Context: an optimization exercise on an open-source flow, tuned for small area. The choices shown serve that exercise and are no tape-out recipe. Function was checked by simulation only, so behaviour that the tests miss may differ from the original. Power is estimated from default activity; no workload was simulated.

`flow/design.v`:
```
module rf_aoi222 (
  input  logic a0, b0, a1, b1, a2, b2,
  output logic y
);
  assign y = ~((a0 & b0) | (a1 & b1) | (a2 & b2));
endmodule
module rf_nand4 (
  input  logic a, b, c, d,
  output logic y
);
  assign y = ~(a & b & c & d);
endmodule
module rf_nand3 (
  input  logic a, b, c,
  output logic y
);
  assign y = ~(a & b & c);
endmodule
module rf_nand2 (
  input  logic a, b,
  output logic y
);
  assign y = ~(a & b);
endmodule
module rf_rdout (
  input  logic p0, p1, p2,
  input  logic byp, bypn, wn,
  output logic y
);
  logic rn;
  assign rn = ~(p0 | p1 | p2);
  assign y  = ~((rn | byp) & (wn | bypn));
endmodule
module rf_oai31 (
  input  logic p0, p1, p2, bn,
  output logic y
);
  assign y = ~((p0 | p1 | p2) & bn);
endmodule
module rf_or3 (
  input  logic p0, p1, p2,
  output logic y
);
  assign y = p0 | p1 | p2;
endmodule
module rf_orn (
  input  logic a, bn,
  output logic y
);
  assign y = a | ~bn;
endmodule
module rf_and2 (
  input  logic a, b,
  output logic y
);
  assign y = a & b;
endmodule
module rf_ao22 (
  input  logic a0, a1, b0, b1,
  output logic y
);
  assign y = (a0 & a1) | (b0 & b1);
endmodule
module rf_sel31 (
  input  logic [30:0] d,
  input  logic [30:0] s,
  output logic [2:0]  p
);
  logic [10:0] z;
  for (genvar k = 0; k < 10; k++) begin : gAoi
    rf_aoi222 uA (.a0(d[3*k]), .b0(s[3*k]), .a1(d[3*k+1]), .b1(s[3*k+1]),
                  .a2(d[3*k+2]), .b2(s[3*k+2]), .y(z[k]));
  end
  rf_nand2 uN2 (.a(d[30]), .b(s[30]), .y(z[10]));
  rf_nand4 uP0 (.a(z[0]), .b(z[1]), .c(z[2]), .d(z[3]), .y(p[0]));
  rf_nand4 uP1 (.a(z[4]), .b(z[5]), .c(z[6]), .d(z[7]), .y(p[1]));
  rf_nand3 uP2 (.a(z[8]), .b(z[9]), .c(z[10]), .y(p[2]));
endmodule
module rf_rdbit (
  input  logic [30:0] d,
  input  logic [30:0] s,
  input  logic        byp,
  input  logic        bypn,
  input  logic        wn,
  output logic        y
);
  logic [2:0] p;
  rf_sel31 uS (.d(d), .s(s), .p(p));
  rf_rdout uY (.p0(p[0]), .p1(p[1]), .p2(p[2]), .byp(byp), .bypn(bypn), .wn(wn), .y(y));
endmodule
module rf_pre (
  input  logic [4:0] a,
  output logic [3:0] lon,
  output logic [7:0] hin
);
  for (genvar j = 0; j < 4; j++) begin : gLo
    assign lon[j] = !(a[1:0] == 2'(j));
  end
  for (genvar j = 0; j < 8; j++) begin : gHi
    assign hin[j] = !(a[4:2] == 3'(j));
  end
endmodule
module rf_pre_ef (
  input  logic [4:0] a,
  input  logic       en,
  input  logic       frc,
  output logic [3:0] lon,
  output logic [7:0] hin
);
  for (genvar j = 0; j < 4; j++) begin : gLo
    assign lon[j] = !((en && (a[1:0] == 2'(j))) || frc);
  end
  for (genvar j = 0; j < 8; j++) begin : gHi
    assign hin[j] = !((a[4:2] == 3'(j)) || frc);
  end
endmodule
module rf_pre_e (
  input  logic [4:0] a,
  input  logic       en,
  output logic [3:0] lon,
  output logic [7:0] hin
);
  for (genvar j = 0; j < 4; j++) begin : gLo
    assign lon[j] = !(en && (a[1:0] == 2'(j)));
  end
  for (genvar j = 0; j < 8; j++) begin : gHi
    assign hin[j] = !(a[4:2] == 3'(j));
  end
endmodule
module rf_fin4 (
  input  logic [3:0] lon,
  input  logic       hin,
  output logic [3:0] y
);
  assign y = ~(lon | {4{hin}});
endmodule
module rf_fin3 (
  input  logic [3:1] lon,
  input  logic       hin,
  output logic [3:1] y
);
  assign y = ~(lon | {3{hin}});
endmodule
module rf_fin (
  input  logic [3:0]  lon,
  input  logic [7:0]  hin,
  output logic [31:1] y
);
  rf_fin3 uG0 (.lon(lon[3:1]), .hin(hin[0]), .y(y[3:1]));
  for (genvar j = 1; j < 8; j++) begin : gG
    rf_fin4 uG (.lon(lon), .hin(hin[j]), .y(y[4*j+3:4*j]));
  end
endmodule
module regfile_sb #(
  parameter int unsigned DATA_W = 32,
  parameter int unsigned ADDR_W = 5,
  parameter int unsigned BYPASS = 1
) (
  input  logic                Clk,
  input  logic                Rst_n,
  input  logic                WE,
  input  logic [ADDR_W-1:0]   Rw,
  input  logic [DATA_W/8-1:0] WBE,
  input  logic [DATA_W-1:0]   busW,
  input  logic [ADDR_W-1:0]   Ra,
  input  logic [ADDR_W-1:0]   Rb,
  output logic [DATA_W-1:0]   busA,
  output logic [DATA_W-1:0]   busB,
  output logic                RdyA,
  output logic                RdyB,
  input  logic                Issue,
  input  logic [ADDR_W-1:0]   Rd,
  output logic [ADDR_W:0]     PendCnt
);
  localparam int unsigned DEPTH = 1 << ADDR_W;
  localparam int unsigned NLANE = DATA_W / 8;
  localparam logic        BYP   = (BYPASS != 0);
  logic [DATA_W-1:0] regs [1:DEPTH-1];
  logic [DATA_W-1:0] regsNext [1:DEPTH-1];
  logic [DEPTH-1:1]  pend;
  logic [DEPTH-1:1]  wselR0, wselR1, dsel, selA0, selA1, selB0, selB1;
  logic [NLANE-1:0]  wbeW;
  logic [DATA_W-1:0] wbit0, wbit1, wn;
  logic [NLANE-1:0]  lnA, lnB, lnAn, lnBn;
  logic              wrEn, isEn;
  logic              bypA, bypB, bypAn, bypBn;
  logic [2:0]        pA, pB, pRw, pRd;
  logic              pendRw, pendRd;
  logic              incr, decr;
  assign wrEn = WE && (Rw != '0);
  assign isEn = Issue && (Rd != '0);
  logic [3:0] wLon, dLon, aLon, bLon;
  logic [7:0] wHin, dHin, aHin, bHin;
  logic       rst, isEnR;
  logic [NLANE-1:0] wbeR0, wbeR1;
  assign rst   = !Rst_n;
  assign isEnR = Issue && Rst_n;
  rf_pre_ef uPreW (.a(Rw), .en(WE), .frc(rst), .lon(wLon), .hin(wHin));
  rf_fin    uFinW0 (.lon(wLon), .hin(wHin), .y(wselR0));
  rf_fin    uFinW1 (.lon(wLon), .hin(wHin), .y(wselR1));
  rf_pre_e  uPreD (.a(Rd), .en(isEnR), .lon(dLon), .hin(dHin));
  rf_fin    uFinD (.lon(dLon), .hin(dHin), .y(dsel));
  rf_pre    uPreA (.a(Ra), .lon(aLon), .hin(aHin));
  rf_fin    uFinA0 (.lon(aLon), .hin(aHin), .y(selA0));
  rf_fin    uFinA1 (.lon(aLon), .hin(aHin), .y(selA1));
  rf_pre    uPreB (.a(Rb), .lon(bLon), .hin(bHin));
  rf_fin    uFinB0 (.lon(bLon), .hin(bHin), .y(selB0));
  rf_fin    uFinB1 (.lon(bLon), .hin(bHin), .y(selB1));
  for (genvar l = 0; l < NLANE; l++) begin : gWbe
    rf_orn uE0 (.a(WBE[l]), .bn(Rst_n), .y(wbeR0[l]));
    rf_orn uE1 (.a(WBE[l]), .bn(Rst_n), .y(wbeR1[l]));
    assign wbeW[l] = WBE[l] && Rst_n;
  end
  for (genvar b = 0; b < DATA_W; b++) begin : gWb
    rf_and2 uW0 (.a(busW[b]), .b(wbeW[b/8]), .y(wbit0[b]));
    rf_and2 uW1 (.a(busW[b]), .b(wbeW[b/8]), .y(wbit1[b]));
    assign wn[b] = !busW[b];
  end
  for (genvar i = 1; i < DEPTH; i++) begin : gReg
    logic [1:0] wselR;
    assign wselR[0] = wselR0[i];
    assign wselR[1] = wselR1[i];
    for (genvar l = 0; l < NLANE; l++) begin : gLane
      logic holdN;
      rf_nand2 uHn (.a(wselR[l/2]), .b(i < 16 ? wbeR0[l] : wbeR1[l]), .y(holdN));
      for (genvar b = 8*l; b < 8*l+8; b++) begin : gBit
        rf_ao22 uH (.a0(wselR[l/2]), .a1(i < 16 ? wbit0[b] : wbit1[b]), .b0(holdN),
                    .b1(regs[i][b]), .y(regsNext[i][b]));
      end
    end
    always_ff @(posedge Clk) regs[i] <= regsNext[i];
    always_ff @(posedge Clk) begin
      pend[i] <= dsel[i] || (pend[i] && !wselR[0]);
    end
  end
  assign bypA  = BYP && Rst_n && wrEn && (Rw == Ra);
  assign bypB  = BYP && Rst_n && wrEn && (Rw == Rb);
  assign bypAn = !bypA;
  assign bypBn = !bypB;
  for (genvar l = 0; l < NLANE; l++) begin : gLn
    assign lnA[l]  = bypA && WBE[l];
    assign lnB[l]  = bypB && WBE[l];
    assign lnAn[l] = !(bypA && WBE[l]);
    assign lnBn[l] = !(bypB && WBE[l]);
  end
  for (genvar b = 0; b < DATA_W; b++) begin : gRd
    logic [30:0] col;
    for (genvar i = 1; i < DEPTH; i++) begin : gCol
      assign col[i-1] = regs[i][b];
    end
    rf_rdbit uA (.d(col), .s(b < 16 ? selA0 : selA1), .byp(lnA[b/8]), .bypn(lnAn[b/8]),
                 .wn(wn[b]), .y(busA[b]));
    rf_rdbit uB (.d(col), .s(b < 16 ? selB0 : selB1), .byp(lnB[b/8]), .bypn(lnBn[b/8]),
                 .wn(wn[b]), .y(busB[b]));
  end
  rf_sel31 uPA  (.d(pend), .s(selA0), .p(pA));
  rf_sel31 uPB  (.d(pend), .s(selB1), .p(pB));
  rf_sel31 uPRw (.d(pend), .s(wselR0), .p(pRw));
  rf_sel31 uPRd (.d(pend), .s(dsel), .p(pRd));
  rf_oai31 uRA  (.p0(pA[0]), .p1(pA[1]), .p2(pA[2]), .bn(bypAn), .y(RdyA));
  rf_oai31 uRB  (.p0(pB[0]), .p1(pB[1]), .p2(pB[2]), .bn(bypBn), .y(RdyB));
  rf_or3   uORw (.p0(pRw[0]), .p1(pRw[1]), .p2(pRw[2]), .y(pendRw));
  rf_or3   uORd (.p0(pRd[0]), .p1(pRd[1]), .p2(pRd[2]), .y(pendRd));
  assign incr = isEn && !pendRd;
  assign decr = wrEn && pendRw && !(isEn && (Rd == Rw));
  always_ff @(posedge Clk) begin
    if (!Rst_n)             PendCnt <= '0;
    else if (incr && !decr) PendCnt <= PendCnt + 1'b1;
    else if (decr && !incr) PendCnt <= PendCnt - 1'b1;
  end
endmodule
```
`flow/flow/run.sh`:
```
#!/bin/bash
set -euo pipefail
export BUFFER_PORTS_ARGS="-buffer_cell sky130_fd_sc_hd__buf_1"
export CTS_ARGS="-sink_clustering_enable -repair_clock_nets -dont_use_dummy_load -buf_list sky130_fd_sc_hd__clkbuf_8 -sink_clustering_size 16 -sink_clustering_max_diameter 70"
bash standard.sh > standard.log 2>&1
```
`flow/standard.sh`:
```
#!/bin/bash
# synth_recipe.tcl (not shown) runs the flow's synth.tcl, then flattens the netlist and writes it again
# the make line also repeats each setting of config.mk as NAME=value (left out here)
make -C /OpenROAD-flow-scripts/flow DESIGN_CONFIG=/design/flow/config.mk WORK_HOME=/design/flow/orfs CLKGATE_MAP_FILE= SYNTH_SCRIPT=/design/flow/synth_recipe.tcl "${@:-finish}"
```
`flow/config.mk`:
```
export PLATFORM = sky130hd
export DESIGN_NAME = regfile_sb
export DESIGN_NICKNAME = regfile_sb
export VERILOG_FILES = /design/flow/design.v
export SDC_FILE = /design/flow/constraint.sdc
export NUM_CORES = 4
export LEC_CHECK = 0
export CAP_MARGIN = 12
export CORE_MARGIN = 2
export CORE_UTILIZATION = 65
export GPL_TIMING_DRIVEN = 0
export SLEW_MARGIN = 12
export SYNTH_HIERARCHICAL = 1
```
`flow/constraint.sdc`:
```
create_clock -name core_clock -period 8.0 [get_ports {Clk}]
set_input_delay 1.6000 -clock core_clock [delete_from_list [all_inputs] [get_ports {Clk}]]
set_output_delay 1.6000 -clock core_clock [all_outputs]
set_load 0.01 [all_outputs]
```
==> metrics.md, run 1 <==
| Metric | Value |
|---|---|
| Initial Util | 65.8% |
| 1st-pass router iterations | 17 |
| Finished Core Util | 71.5% |
| Outcome | complete, but fails checks |
| Post-synth EDFFs | 0 |
| Pre-CTS setup slack | 486 ps |
| Post-synth top cells | 1,029 x dfxtp_1, 992 x a22o_1, 680 x a222oi_1, 225 x nor2_1, 207 x nand2_1 |
| Yosys reg bits | 1,029 |
| Syn Std Cell Area | 41,500 µm² |
| Fin crit share | 96.3% |
| Slew margin rel. | -0.606% |
| Synthesized instance count | 3,759 |
| Routed wire length | 173,000 µm |
| Worst setup path endpoint | PendCnt[5] |
| Max Clk Rate | 130 MHz |
| Initial DRC count | 11,782 |
| Worst path max stage delay | 950 ps |
| Reg2Reg Depth | 11 |
| Final setup margin | 292 ps |
| CTS tree | done |
| Final hold viol count | 0 |
| Global placement routability congestion | 1.09 |
| Post-Layout Cell Count | 4,861 |
| LEAKAGE | 16.9 nW |
| CP Capture Type | flip-flop |
| NumNets Final | 4,071 |
| Overall Global Routing Usage | 49.5% |
| Switching share of power | 30.5% |
| Setup CP Type | in2reg |
| Vias in the first global route | 39,689 |
| Area contributors post-synth | dfxtp_1 50%, a22o_1 21%, a222oi_1 16% |
| Sequential area share after synthesis | 49.6% |
| FILL cells | 4,553 |
| WHS | 508 ps |
| VDD IR max | 0.221 mV |
| Reg2reg setup slack | 4100 ps |
| Area added between synthesis and finish | 8.71% |
| Pwr Total | 10.2 mW |
| Wire length per cell | 35.7 µm |
| Yosys top cell by area | dfxtp_1 |
| PostCTS Resize Cnt | 0 |
| Cell Pwr Density | 226 nW/µm² |
| CTS buffer count | 74 |
| RSZ-0062 raised after global routing | no |
| Core region area | 63,100 µm² |
| Die ar. | 65,900 µm² |
| Rows | 92 |
| Worst min-delay path category | reg2reg |
| Startpoint Class | input pin |
| Reg clk slew, reported paths | 100 ps |
| Gate power share | 15.2% |
| R2R Path End | PendCnt[5] |
| Blocking Checks | capacitance limit, slew limit |
| DP Wirelength | 115,000 µm |
| Max clock buf depth | 3 |
| Finished layout cell area | 45,100 µm² |
| Largest net degree at the start of global routing | 21 |
| Sequential power share | 60.5% |
| Synth Flop Type | dfxtp_1 |
| Clk Latency, worst-skew pair | 730 ps |
| Max Clock Skew | 31.9 ps |
| Die Ht | 257 µm |
| Slowest cell on crit path | a31oi_1 |
| Fin crit period | 7710 ps |
| Hold buffer count at cts | 0 |
| Vias | 43,625 |
| Sw power | 3.10 mW |
| CP Launch Point | Rst_n |
| Max Cap Viol | 1 |
| Measured slew at the worst slew-check pin | 1510 ps |
| Initial antenna violation count | 20 |
| Clk sinks | 1,029 |
| Synth top area share | 49.6% |
| CTS root buf | clkbuf_8 |
| Worst-path cell chain | buf_1, inv_1, buf_2, a31oi_1, nor2_2, a222oi_1, nand4_1, or3_1, or3b_1, ha_1, inv_1, ha_1, a211oi_1, o31a_1, nor3_1, a311oi_1 |
| CP Data Required Time | 8640 ps |
| Port-buffer cells | 131 |
| Die width | 257 µm |
| Worst EP arrival | 8350 ps |
| Clk network pwr share | 24.4% |
| H-Tree Depth | 3 |
| Post-Syn Nets | 3,825 |
| Worst r2r src | pend[13] |
| Post-CTS Repair Setup Buffers | 0 |
| Crit path max fanout | 20 |
| Asr flop ratio synth | 0% |
| Inst Count DP | 4,771 |
| DRC Markers | 0 |
| IO Count | 132 |
| Yosys cell types | 41 |
| Final ANT Viol Nets | 0 |
| Grt ovf | 0 |
| Placed Area | 43,800 µm² |
| Vias per cell | 8.97 |
| Post-route setup TNS | 0 ps |
| Setup violations, final | 0 |
| Syn_area_per_cell | 11.0 µm² |
| Global-route wire length before repair | 252,000 µm |
| Synth warn | 10 |
| Fin. max-slew vios | 17 |
| Count leader, synth | dfxtp_1 |
| Layout cells sized above 1 | 7.39% |
| Int Power | 7.08 mW |
## worst min path at each step
stage | start | endpoint | slack, ps | cells past startpoint
2_1_floorplan | regs[10][0] | regs[10][0] | 460 | 1
3_3_place_gp | regs[28][18] | regs[28][18] | 470 | 1
3_5_place_dp | regs[7][17] | regs[7][17] | 480 | 1
4_1_cts | regs[4][14] | regs[4][14] | 510 | 1
5_1_grt | regs[31][2] | regs[31][2] | 520 | 1
6_report | regs[31][22] | regs[31][22] | 510 | 1
## worst max-delay path, delay by kind of cell
kind	cells	cell delay, ps
and+or+nand+nor	5	1710
AOI/OAI and AO/OA	5	2380
adders and majority gates	2	570
buffers and inverters	4	2050
## area by class of cell
| cell class | count | area (µm²) | area share, % |
|---|---|---|---|
| well taps | 846 | 1060 | 2.35 |
| diodes | 12 | 30.0 | 0.0665 |
| flip-flops and latches | 1029 | 20600 | 45.7 |
| inverters | 71 | 267 | 0.591 |
| repair buffers | 170 | 1010 | 2.23 |
| multi-input cells | 2656 | 21100 | 46.8 |
| clock buffers | 74 | 1020 | 2.26 |
| plain buffers | 3 | 12.5 | 0.0277 |
## power by group through the flow
stage               registers, mW  logic, mW  clock network (mW)
detailed placement           6.24       1.42                   0
finish                       6.15       1.54                2.48
global placement             6.18       1.32                   0
floorplan                    6.12      0.919                   0
global route                 6.21       1.58                2.62
CTS                          6.12       1.43                2.45
## state kept, by name, indices dropped and copies added (netlist names)
| register | flops |
|---|---|
| PendCnt | 6 |
| regs | 992 |
| pend | 31 |
## cells by family (layout without fill, tap and decap cells)
logic type      Yosys count  in the layout  synth area share, %
compound gates         1793           1793                 39.3
flops                  1029           1029                 49.6
fa+ha+maj                 6              6                0.199
buf+inv                  74            318                0.672
xor+xnor                 18             18                0.380
mux                       1              1               0.0241
other cells               0             12                    0
simple gates            838            838                 9.76
## routing by layer
layer,vias to the layer above,GRT usage [%],part of all wire (%),routed length [µm]
li1,17247,-,-,-
met1,20628,60.7,33,56600
met2,4621,73.0,42,72100
met3,1111,14.9,15,26800
met4,18,38.1,10,18000
met5,-,0.219,0.062,107
## cells in the final DEF, fill, tap and decap left out, drive strengths merged, types with 76 or more instances in the layout
master	count
buf	171
dfxtp	1029
a22o	992
clkbuf	76
nand4	138
a222oi	680
nand3	79
nor2	225
and2	77
nand2	207
## modules after synthesis (local to each module, per instance), excerpt
module | cells inside | flops+latches
rf_fin3 | 3 | 0
rf_orn | 1 | 0
rf_nand4 | 1 | 0
rf_pre | 12 | 0
rf_oai31 | 1 | 0
rf_rdout | 2 | 0
rf_pre_ef | 18 | 0
regfile_sb | 1216 | 1029
rf_and2 | 1 | 0
rf_nand2 | 1 | 0
rf_aoi222 | 1 | 0
rf_pre_e | 12 | 0
rf_ao22 | 1 | 0
rf_nand3 | 1 | 0
rf_fin4 | 4 | 0
==> run 2: changes to the inputs <==
--- a/flow/design.v
+++ b/flow/design.v
@@ -50,9 +50,9 @@
   assign y = a | ~bn;
 endmodule
-module rf_and2 (
+module rf_nor2 (
   input  logic a, b,
   output logic y
 );
-  assign y = a & b;
+  assign y = ~(a | b);
 endmodule
 module rf_ao22 (
@@ -180,5 +180,5 @@
   logic [DEPTH-1:1]  pend;
   logic [DEPTH-1:1]  wselR0, wselR1, dsel, selA0, selA1, selB0, selB1;
-  logic [NLANE-1:0]  wbeW;
+  logic [NLANE-1:0]  wbeWn;
   logic [DATA_W-1:0] wbit0, wbit1, wn;
   logic [NLANE-1:0]  lnA, lnB, lnAn, lnBn;
@@ -210,10 +210,10 @@
     rf_orn uE0 (.a(WBE[l]), .bn(Rst_n), .y(wbeR0[l]));
     rf_orn uE1 (.a(WBE[l]), .bn(Rst_n), .y(wbeR1[l]));
-    assign wbeW[l] = WBE[l] && Rst_n;
+    assign wbeWn[l] = !(WBE[l] && Rst_n);
   end
   for (genvar b = 0; b < DATA_W; b++) begin : gWb
-    rf_and2 uW0 (.a(busW[b]), .b(wbeW[b/8]), .y(wbit0[b]));
-    rf_and2 uW1 (.a(busW[b]), .b(wbeW[b/8]), .y(wbit1[b]));
     assign wn[b] = !busW[b];
+    rf_nor2 uW0 (.a(wn[b]), .b(wbeWn[b/8]), .y(wbit0[b]));
+    rf_nor2 uW1 (.a(wn[b]), .b(wbeWn[b/8]), .y(wbit1[b]));
   end
   for (genvar i = 1; i < DEPTH; i++) begin : gReg
--- a/flow/config.mk
+++ b/flow/config.mk
@@ -6,8 +6,8 @@
 export NUM_CORES = 4
 export LEC_CHECK = 0
-export CAP_MARGIN = 12
+export CAP_MARGIN = 20
 export CORE_MARGIN = 2
 export CORE_UTILIZATION = 65
 export GPL_TIMING_DRIVEN = 0
-export SLEW_MARGIN = 12
+export SLEW_MARGIN = 20
 export SYNTH_HIERARCHICAL = 1
==> metrics.md, run 2 <==
| Metric | Value |
|---|---|
| Outcome | finished clean |
| IO Count | 132 (unchanged) |
| Worst EP arrival | 8130 ps (-220 ps) |
| R2R Path End | PendCnt[5] |
| Yosys cell types | 40 (-2.4%) |
| Final hold viol count | 0 (unchanged) |
| Max clock buf depth | 3 (unchanged) |
| Hold_sp | regs[27][16] |
| Worst Hold Depth | 1 (unchanged) |
| Initial antenna violation count | 13 (-35%) |
| PostCTS Resize Cnt | 0 (unchanged) |
| Global-route wire length before repair | 258,000 µm (+2.5%) |
| Rows | 92 (unchanged) |
| Max Clock Skew | 22.7 ps (-9.20 ps) |
| Area added between synthesis and finish | 9.28% |
| Pre-CTS setup slack | 483 ps (-3.41 ps) |
| Hold Path Sink | regs[27][16] |
| Slowest cell on crit path | a222oi_1 |
| Post-CTS Repair Setup Buffers | 0 (unchanged) |
| Die width | 256 µm (-0.19%) |
| Biggest register | regs |
| Setup violations, final | 0 (unchanged) |
| Final setup margin | 517 ps (+225 ps) |
| Post-synth top cells | 1,029 x dfxtp_1, 992 x a22o_1, 680 x a222oi_1, 289 x nor2_1, 203 x nand2_1 |
| Footprint of the multi-input gates | 21,200 µm² (+0.20%) |
| Fin crit share | 93.5% (-2.8 points) |
| Synthesized instance count | 3,760 (+0.027%) |
| Post-synth EDFFs | 0 (unchanged) |
| Max reg flops | 992 (unchanged) |
| Die ar. | 65,600 µm² (-0.39%) |
| DRC Markers | 0 (unchanged) |
| Crit path max fanout | 20 (unchanged) |
| Reg2reg setup slack | 3950 ps (-150 ps) |
| Grt ovf | 0 (unchanged) |
| Vias | 43,769 (+0.33%) |
| RSZ-0062 raised after global routing | no |
| Worst r2r src | pend[16] |
| Vias in the first global route | 40,488 (+2.0%) |
| Vias per cell | 9.01 (+0.37%) |
| CP Data Required Time | 8650 ps (about the same) |
| DP Wirelength | 115,000 µm (+0.22%) |
| FILL cells | 4,564 (+0.24%) |
| Global placement routability congestion | 1.06 (-2.7%) |
| Largest net degree at the start of global routing | 21 (unchanged) |
| Routed wire length | 176,000 µm (+1.3%) |
| Overall Global Routing Usage | 50.9% (+1.4 points) |
| Fin. max-slew vios | 0 (-17) |
| CTS buffer count | 75 (+1.4%) |
| Area contributors post-synth | dfxtp_1 50%, a22o_1 21%, a222oi_1 16% |
| Startpoint Class | input pin |
| Worst min-delay path category | reg2reg |
| Post-Syn Nets | 3,826 (+0.026%) |
| Fin crit period | 7480 ps (-225 ps) |
| Biggest regs | regs: 992 flops, pend: 31 flops, PendCnt: 6 flops |
| Clk Latency, worst-skew pair | 760 ps (+30 ps) |
| Count leader, synth | dfxtp_1 |
| Cell Pwr Density | 226 nW/µm² (+0.33%) |
| Wire length per cell | 36.2 µm (+1.3%) |
| Synth Flop Type | dfxtp_1 |
| Reg2Reg Depth | 12 (+1) |
| Synth warn | 10 (unchanged) |
| 1st-pass router iterations | 23 (+6) |
| WHS | 505 ps (-3.50 ps) |
| Asr flop ratio synth | 0% (unchanged) |
| Setup CP Type | in2reg |
| CP Buf/Inv Count | 6 (+2) |
| Top cell by count, worst path | buf_2 |
| Commonest non-fill, non-tap cells in the layout | 1,029 x dfxtp_1, 992 x a22o_1, 680 x a222oi_1 |
| Initial DRC count | 11,923 (+1.2%) |
| H-Tree Depth | 3 (unchanged) |
| Slew margin rel. | 12.1% (+13 points) |
| Worst path max stage delay | 780 ps (-170 ps) |
| Max Cap Viol | 0 (-1) |
| Syn Std Cell Area | 41,300 µm² (-0.40%) |
| Critical path's top delay family | compound AO/OA/AOI/OAI gates |
| Final ANT Viol Nets | 0 (unchanged) |
| Reg clk slew, reported paths | 90 ps (about the same) |
| Measured slew at the worst slew-check pin | 1320 ps (-191 ps) |
| Synth top area share | 49.8% (+0.20 points) |
| Clk sinks | 1,029 (unchanged) |
| Sequential area share after synthesis | 49.8% (+0.20 points) |
| Worst-path cell chain | buf_1, buf_2, inv_1, buf_2, a31oi_2, nor2_2, a222oi_1, buf_2, nand4_1, or3_1, or3b_1, ha_1, inv_1, ha_1, a211oi_1, o31a_1, nor3_1, a311oi_1 |
| Yosys top cell by area | dfxtp_1 |
| NumNets Final | 4,076 (+0.12%) |
| CTS root buf | clkbuf_8 |
| Syn_area_per_cell | 11.0 µm² (-0.42%) |
| Yosys reg bits | 1,029 (unchanged) |
| Port-buffer cells | 131 (unchanged) |
| Core region area | 63,000 µm² (-0.18%) |
| VDD IR max | 0.197 mV (-11%) |
| Initial Util | 65.7% (-0.14 points) |
| Layout cells sized above 1 | 9.53% (+2.1 points) |
| Register area | 20,600 µm² (unchanged) |
| LEAKAGE | 16.8 nW (-0.47%) |
| Commonest non-fill, non-tap cell in the layout | dfxtp_1 |
| Max Clk Rate | 134 MHz (+3.0%) |
| Die Ht | 256 µm (-0.19%) |
| CP Capture Type | flip-flop |
| CTS tree | done |
| Hold buffer count at cts | 0 (unchanged) |
run 2: cell types whose count changed after synthesis, sizes merged:
cell   before  now
and2       77    1
buf         1    2
inv        71   75
nand2     207  203
nand3      79   83
nor2      225  289
nor2b       0    4
nor4        2    6
run 2: area by class of cell:
type,instances,area share [%]
multi-input cells,2652,46.9
flip-flops and latches,1029,45.6
well taps,846,2.34
clock buffers,75,2.28
repair buffers,173,2.22
inverters,75,0.623
plain buffers,4,0.0415
diodes,5,0.0277
run 2: routing by layer:
layer  share of wire [%]  wire (µm)  vias up  GRT usage (%)
met5               0.059        104        -              0
met4                  10      18400       18           39.4
met3                  16      27700     1159           16.3
met2                  41      72400     4777           73.8
met1                  32      57000    20552           62.9
li1                    -          -    17263              -
run 2: how the worst max path moves through the flow:
stage               start    endpoint  slack [ps]  depth (start not counted)
floorplan           Rst_n  PendCnt[5]        2460                         16
global placement    Rst_n  PendCnt[5]        -680                         17
detailed placement  Rst_n  PendCnt[5]         480                         17
CTS                 Rst_n    busA[24]        1240                          7
global route        Rst_n  PendCnt[5]         610                         18
finish              Rst_n  PendCnt[5]         520                         18
run 2: worst reg2reg max path: stages (launching register included):
cell	delay, ps
dfxtp_1	370
a222oi_1	710
buf_2	330
nand4_1	130
or3_1	380
or3b_1	340
ha_1	280
inv_1	160
ha_1	330
a211oi_1	370
o31a_1	250
nor3_1	70
a311oi_1	220
run 2: kinds of logic (layout without fill, tap and decap cells):
kind of cell               Yosys count  count (layout)  synth area share (%)
AOI/OAI and AO/OA                 1793            1793                  39.5
xor gates and xnor gates            18              18                 0.381
adders and majority gates            6               6                 0.200
buffers and inverters               79             327                 0.723
DFF                               1029            1029                  49.8
muxes                                1               1                0.0242
other                                0               5                     0
and+or+nand+nor                    834             834                  9.35
run 2: Yosys stat by module, one instance, submodules excluded, a selection:
module	cell area (µm²)	cells inside	times used
regfile_sb	21700	1217	1
rf_ao22	8.76	1	992
rf_aoi222	10.0	1	680
rf_fin3	11.3	3	7
rf_fin4	15.0	4	49
rf_nand2	3.75	1	192
rf_nand4	6.26	1	136
rf_nor2	3.75	1	64
rf_oai31	12.5	1	2
rf_or3	6.26	1	2
rf_pre	82.6	12	2
rf_pre_e	88.8	12	1
rf_pre_ef	98.8	18	1
run 2: report_power, final:
group	internal, mW	switching (mW)
registers	5.68	0.472
clock network	0.845	1.66
logic	0.563	1.01
run 2: stage by stage:
step	cell area [µm²]	TNS, ps	total power [mW]	instances	utilization, %
3_5_place_dp	43900	0	7.68	4773	69.7
6_report	45200	0	10.2	4859	71.7
4_1_cts	44900	0	10.0	4848	71.4
3_3_place_gp	42900	-2280	7.51	4737	68.1
2_1_floorplan	41300	0	7.04	3760	-
5_1_grt	45200	0	10.5	4856	71.7
==> run 3: changes to the inputs <==
--- a/flow/config.mk
+++ b/flow/config.mk
@@ -8,5 +8,5 @@
 export CAP_MARGIN = 20
 export CORE_MARGIN = 2
-export CORE_UTILIZATION = 65
+export CORE_UTILIZATION = 70
 export GPL_TIMING_DRIVEN = 0
 export SLEW_MARGIN = 20
==> metrics.md, run 3 <==
| Metric | Value |
|---|---|
| Slew margin rel. | 8.84% (-3.3 points) |
| Yosys top cell by area | dfxtp_1 |
| Commonest non-fill, non-tap cells in the layout | 1,029 x dfxtp_1, 992 x a22o_1, 680 x a222oi_1 |
| Switching share of power | 30.4% (-0.28 points) |
| Max clock buf depth | 3 (unchanged) |
| Hold_sp | regs[31][25] |
| Synth Flop Type | dfxtp_1 |
| Post-synthesis simple-gate area fraction | 9.35% (unchanged) |
| CTS root buf | clkbuf_8 |
| Finished Core Util | 76.5% (+4.8 points) |
| Vias per cell | 9.17 (+1.8%) |
| WP depth | 17 (-1) |
| CP Data Required Time | 8630 ps (-20 ps) |
| Biggest regs | regs: 992 flops, pend: 31 flops, PendCnt: 6 flops |
| DRC Markers | 0 (unchanged) |
| Critical path's top delay family | buffers and inverters |
| Fin crit share | 92.1% (-1.4 points) |
| Wire length per cell | 35.5 µm (-1.9%) |
| Clk network pwr share | 24.2% (-0.3 points) |
| Worst path max stage delay | 1050 ps (+270 ps) |
| Vias in the first global route | 40,011 (-1.2%) |
| Core region area | 58,700 µm² (-6.8%) |
| Worst min-delay path category | reg2reg |
| Routed wire length | 170,000 µm (-3.5%) |
| Asr flop ratio synth | 0% (unchanged) |
| DP Wirelength | 111,000 µm (-3.4%) |
| Max Cap Viol | 0 (unchanged) |
| VDD IR max | 0.200 mV (+1.8%) |
| Reg clk slew, reported paths | 100 ps (about the same) |
| Global placement routability congestion | 1.07 (+0.95%) |
| Sw power | 3.08 mW (-1.6%) |
| Setup violations, final | 0 (unchanged) |
| LEAKAGE | 16.8 nW (-0.23%) |
| FILL cells | 3,925 (-14%) |
| Startpoint Class | input pin |
| Initial antenna violation count | 15 (+2) |
| Global-route wire length before repair | 247,000 µm (-4.2%) |
| Post-CTS Repair Setup Buffers | 0 (unchanged) |
| Xor/xnor share of the synthesized area | 0.381% (unchanged) |
| Die Ht | 247 µm (-3.6%) |
| Initial DRC count | 12,065 (+1.2%) |
| Grt ovf | 0 (unchanged) |
| Final setup margin | 629 ps (+111 ps) |
| Worst EP arrival | 8010 ps (-120 ps) |
| IO Count | 132 (unchanged) |
| Slowest cell on crit path | clkbuf_1 |
| CP Capture Type | flip-flop |
| Largest family of logic cells by synthesized area | compound AO/OA/AOI/OAI gates |
| Syn Std Cell Area | 41,300 µm² (unchanged) |
| Commonest non-fill, non-tap cell in the layout | dfxtp_1 |
| Int Power | 7.07 mW (-0.25%) |
| Footprint of the multi-input gates | 21,100 µm² (-0.29%) |
| Overall Global Routing Usage | 52.9% (+2.0 points) |
| Fin. max-slew vios | 0 (unchanged) |
| Measured slew at the worst slew-check pin | 1370 ps (+49.0 ps) |
| Synth Area in Adders | 0.200% (unchanged) |
| WHS | 509 ps (+4.08 ps) |
| Synth warn | 10 (unchanged) |
| PostCTS Resize Cnt | 0 (unchanged) |
| Area added between synthesis and finish | 8.64% |
| Die ar. | 61,000 µm² (-7.0%) |
| Max Clk Rate | 136 MHz (+1.5%) |
| Setup CP Type | in2reg |
| Pre-CTS setup slack | 477 ps (-6.08 ps) |
| Max Clock Skew | 25.7 ps (+3.01 ps) |
| CP Launch Point | Rst_n |
| CTS buffer count | 74 (-1.3%) |
| Clk Latency, worst-skew pair | 740 ps (-20 ps) |
| Post-synth top cells | 1,029 x dfxtp_1, 992 x a22o_1, 680 x a222oi_1, 289 x nor2_1, 203 x nand2_1 |
| Sequential power share | 60.6% (+0.4 points) |
| Sequential area share after synthesis | 49.8% (unchanged) |
| Clk sinks | 1,029 (unchanged) |
| Syn_area_per_cell | 11.0 µm² (unchanged) |
| Post-Syn Nets | 3,826 (unchanged) |
| Register area | 20,600 µm² (unchanged) |
| Synthesized instance count | 3,760 (unchanged) |
| Worst-path cell chain | buf_1, buf_2, clkbuf_1, and2_1, nand3_1, nor2_1, a222oi_1, nand3_1, or3_1, nor2_1, ha_1, inv_1, ha_1, a211oi_1, o31a_1, nor3_1, a311oi_1 |
| Yosys reg bits | 1,029 (unchanged) |
| Synth Area in Compound Gates | 39.5% (unchanged) |
| Initial Util | 70.4% (+4.8 points) |
| Layout cells sized above 1 | 8.87% (-0.66 points) |
| Fin crit period | 7370 ps (-111 ps) |
| Cell Pwr Density | 226 nW/µm² (about the same) |
| Biggest register | regs |
| 1st-pass router iterations | 17 (-26%) |
| NumNets Final | 4,071 (-0.12%) |
| Largest net degree at the start of global routing | 21 (unchanged) |
| Vias | 43,831 (+0.14%) |
| CTS tree | done |
| Gate power share | 15.2% (-0.2 points) |
| Port-buffer cells | 131 (unchanged) |
| Worst r2r src | pend[16] |
| Final hold viol count | 0 (unchanged) |
| Hold buffer count at cts | 0 (unchanged) |
| Count leader, synth | dfxtp_1 |
| Yosys cell types | 40 (unchanged) |
| Outcome | finished clean |
| CP Buf/Inv Count | 4 (-2) |
| Inst Count DP | 4,693 (-1.7%) |
| H-Tree Depth | 3 (unchanged) |
| Reg2reg setup slack | 3990 ps (+40 ps) |
| Synth top area share | 49.8% (unchanged) |
| Multiplexer share of the synthesized area | 0.0242% (unchanged) |
| Die width | 247 µm (-3.6%) |
| Post-Layout Cell Count | 4,782 (-1.6%) |
| Crit path max fanout | 10 (-50%) |
| RSZ-0062 raised after global routing | no |
| Rows | 89 (-3.3%) |
| Area contributors post-synth | dfxtp_1 50%, a22o_1 21%, a222oi_1 16% |
| Max reg flops | 992 (unchanged) |
| R2R Path End | PendCnt[5] |
| Reg2Reg Depth | 11 (-1) |
| Worst Hold Depth | 1 (unchanged) |
| Worst setup path endpoint | PendCnt[5] |
| Post-synth EDFFs | 0 (unchanged) |
| Final ANT Viol Nets | 0 (unchanged) |
==> run 3: Yosys stat by module (local to each module, per instance), excerpt <==
module | flops+latches | cell area (µm²) | cells inside | times used
rf_pre_e | 0 | 88.8 | 12 | 1
rf_nor2 | 0 | 3.75 | 1 | 64
rf_ao22 | 0 | 8.76 | 1 | 992
rf_nand4 | 0 | 6.26 | 1 | 136
rf_fin4 | 0 | 15.0 | 4 | 49
rf_nand3 | 0 | 5.00 | 1 | 68
==> run 3: worst register-to-register path, delay by kind of cell, from the launching register on <==
| family | cells | cell delay [ps] |
|---|---|---|
| AOI/OAI and AO/OA | 4 | 1660 |
| and+or+nand+nor | 4 | 1200 |
| adders and majority gates | 2 | 540 |
| buffers and inverters | 1 | 150 |
| DFF | 1 | 380 |
==> run 3: metal layers <==
metal	wire length [µm]	up-vias	GRT usage, %
met2	68900	4877	75.1
met5	178	-	1.14
met1	53800	20438	64.8
li1	-	17222	-
met3	26900	1274	16.3
met4	19800	20	46.5
==> run 3: worst min-delay path by stage <==
stage	to	slack [ps]
floorplan	regs[10][0]	460
global placement	regs[10][9]	470
detailed placement	regs[10][21]	480
CTS	regs[26][16]	500
global route	regs[7][11]	520
finish	regs[31][25]	510
==> run 3: power groups by stage <==
| stage | registers, mW | clock network (mW) | logic, mW |
|---|---|---|---|
| 2_1_floorplan | 6.12 | 0 | 0.922 |
| 3_3_place_gp | 6.17 | 0 | 1.31 |
| 3_5_place_dp | 6.24 | 0 | 1.42 |
| 4_1_cts | 6.13 | 2.40 | 1.42 |
| 5_1_grt | 6.21 | 2.61 | 1.58 |
| 6_report | 6.16 | 2.45 | 1.55 |
==> run 3: stage by stage <==
stage / power [mW] / cell area, µm² / TNS (ps)
floorplan: 7.04 / 41300 / 0
global placement: 7.49 / 42800 / -2400
detailed placement: 7.65 / 43600 / 0
CTS: 9.96 / 44600 / 0
global route: 10.4 / 44900 / 0
finish: 10.2 / 44900 / 0
==> run 3: area by class of cell <==
cell class / instances / area share (%)
multi-input cells: 2652 / 47.0
flip-flops and latches: 1029 / 45.9
clock buffers: 74 / 2.27
well taps: 773 / 2.15
repair buffers: 169 / 2.02
inverters: 75 / 0.627
plain buffers: 4 / 0.0390
diodes: 6 / 0.0334
==> run 3: logic make-up after synthesis <==
family / after synthesis
AO/OA/AOI/OAI: 1793
XOR/XNOR: 18
adder cells (fa/ha/maj): 6
buffers and inverters: 79
flip-flops: 1029
multiplexers: 1
AND/OR/NAND/NOR: 834

## static timing again, ports no longer ideal
The results above use ideal ports. As a check the final layouts listed here were re-extracted and re-timed, cells and wires unchanged.
Step 1 sets driving cells, clkbuf_16 on the clock port and buf_2 on the other inputs (assumed; they add their load-dependent delay and slew).
Step 2 adds t to the input delays and takes it off the output delays; t is the mean of the earliest and latest rising clock arrival at the registers after step 1. Input paths then give back, and output paths get back, about the clock's delay inside the block.
Slacks: ideal / step 1 / step 2; pairs: ideal / step 1.
run | t, ns | setup WS [ns] | worst setup path at the end | worst register clock-pin slew, ns | pins driven straight from the clock port
run 1 | 0.797 | 0.292 / 0.336 / -0.462 | input to register | 0.11 / 0.11 | 1
run 2 | 0.809 | 0.517 / 0.551 / -0.258 | input to register | 0.11 / 0.11 | 1
run 3 | 0.797 | 0.629 / 0.616 / -0.126 | input to register | 0.11 / 0.11 | 1
For run 2, which loses most, drivers alone change the setup slack by +0.034 ns; drivers and shift together by -0.775 ns.
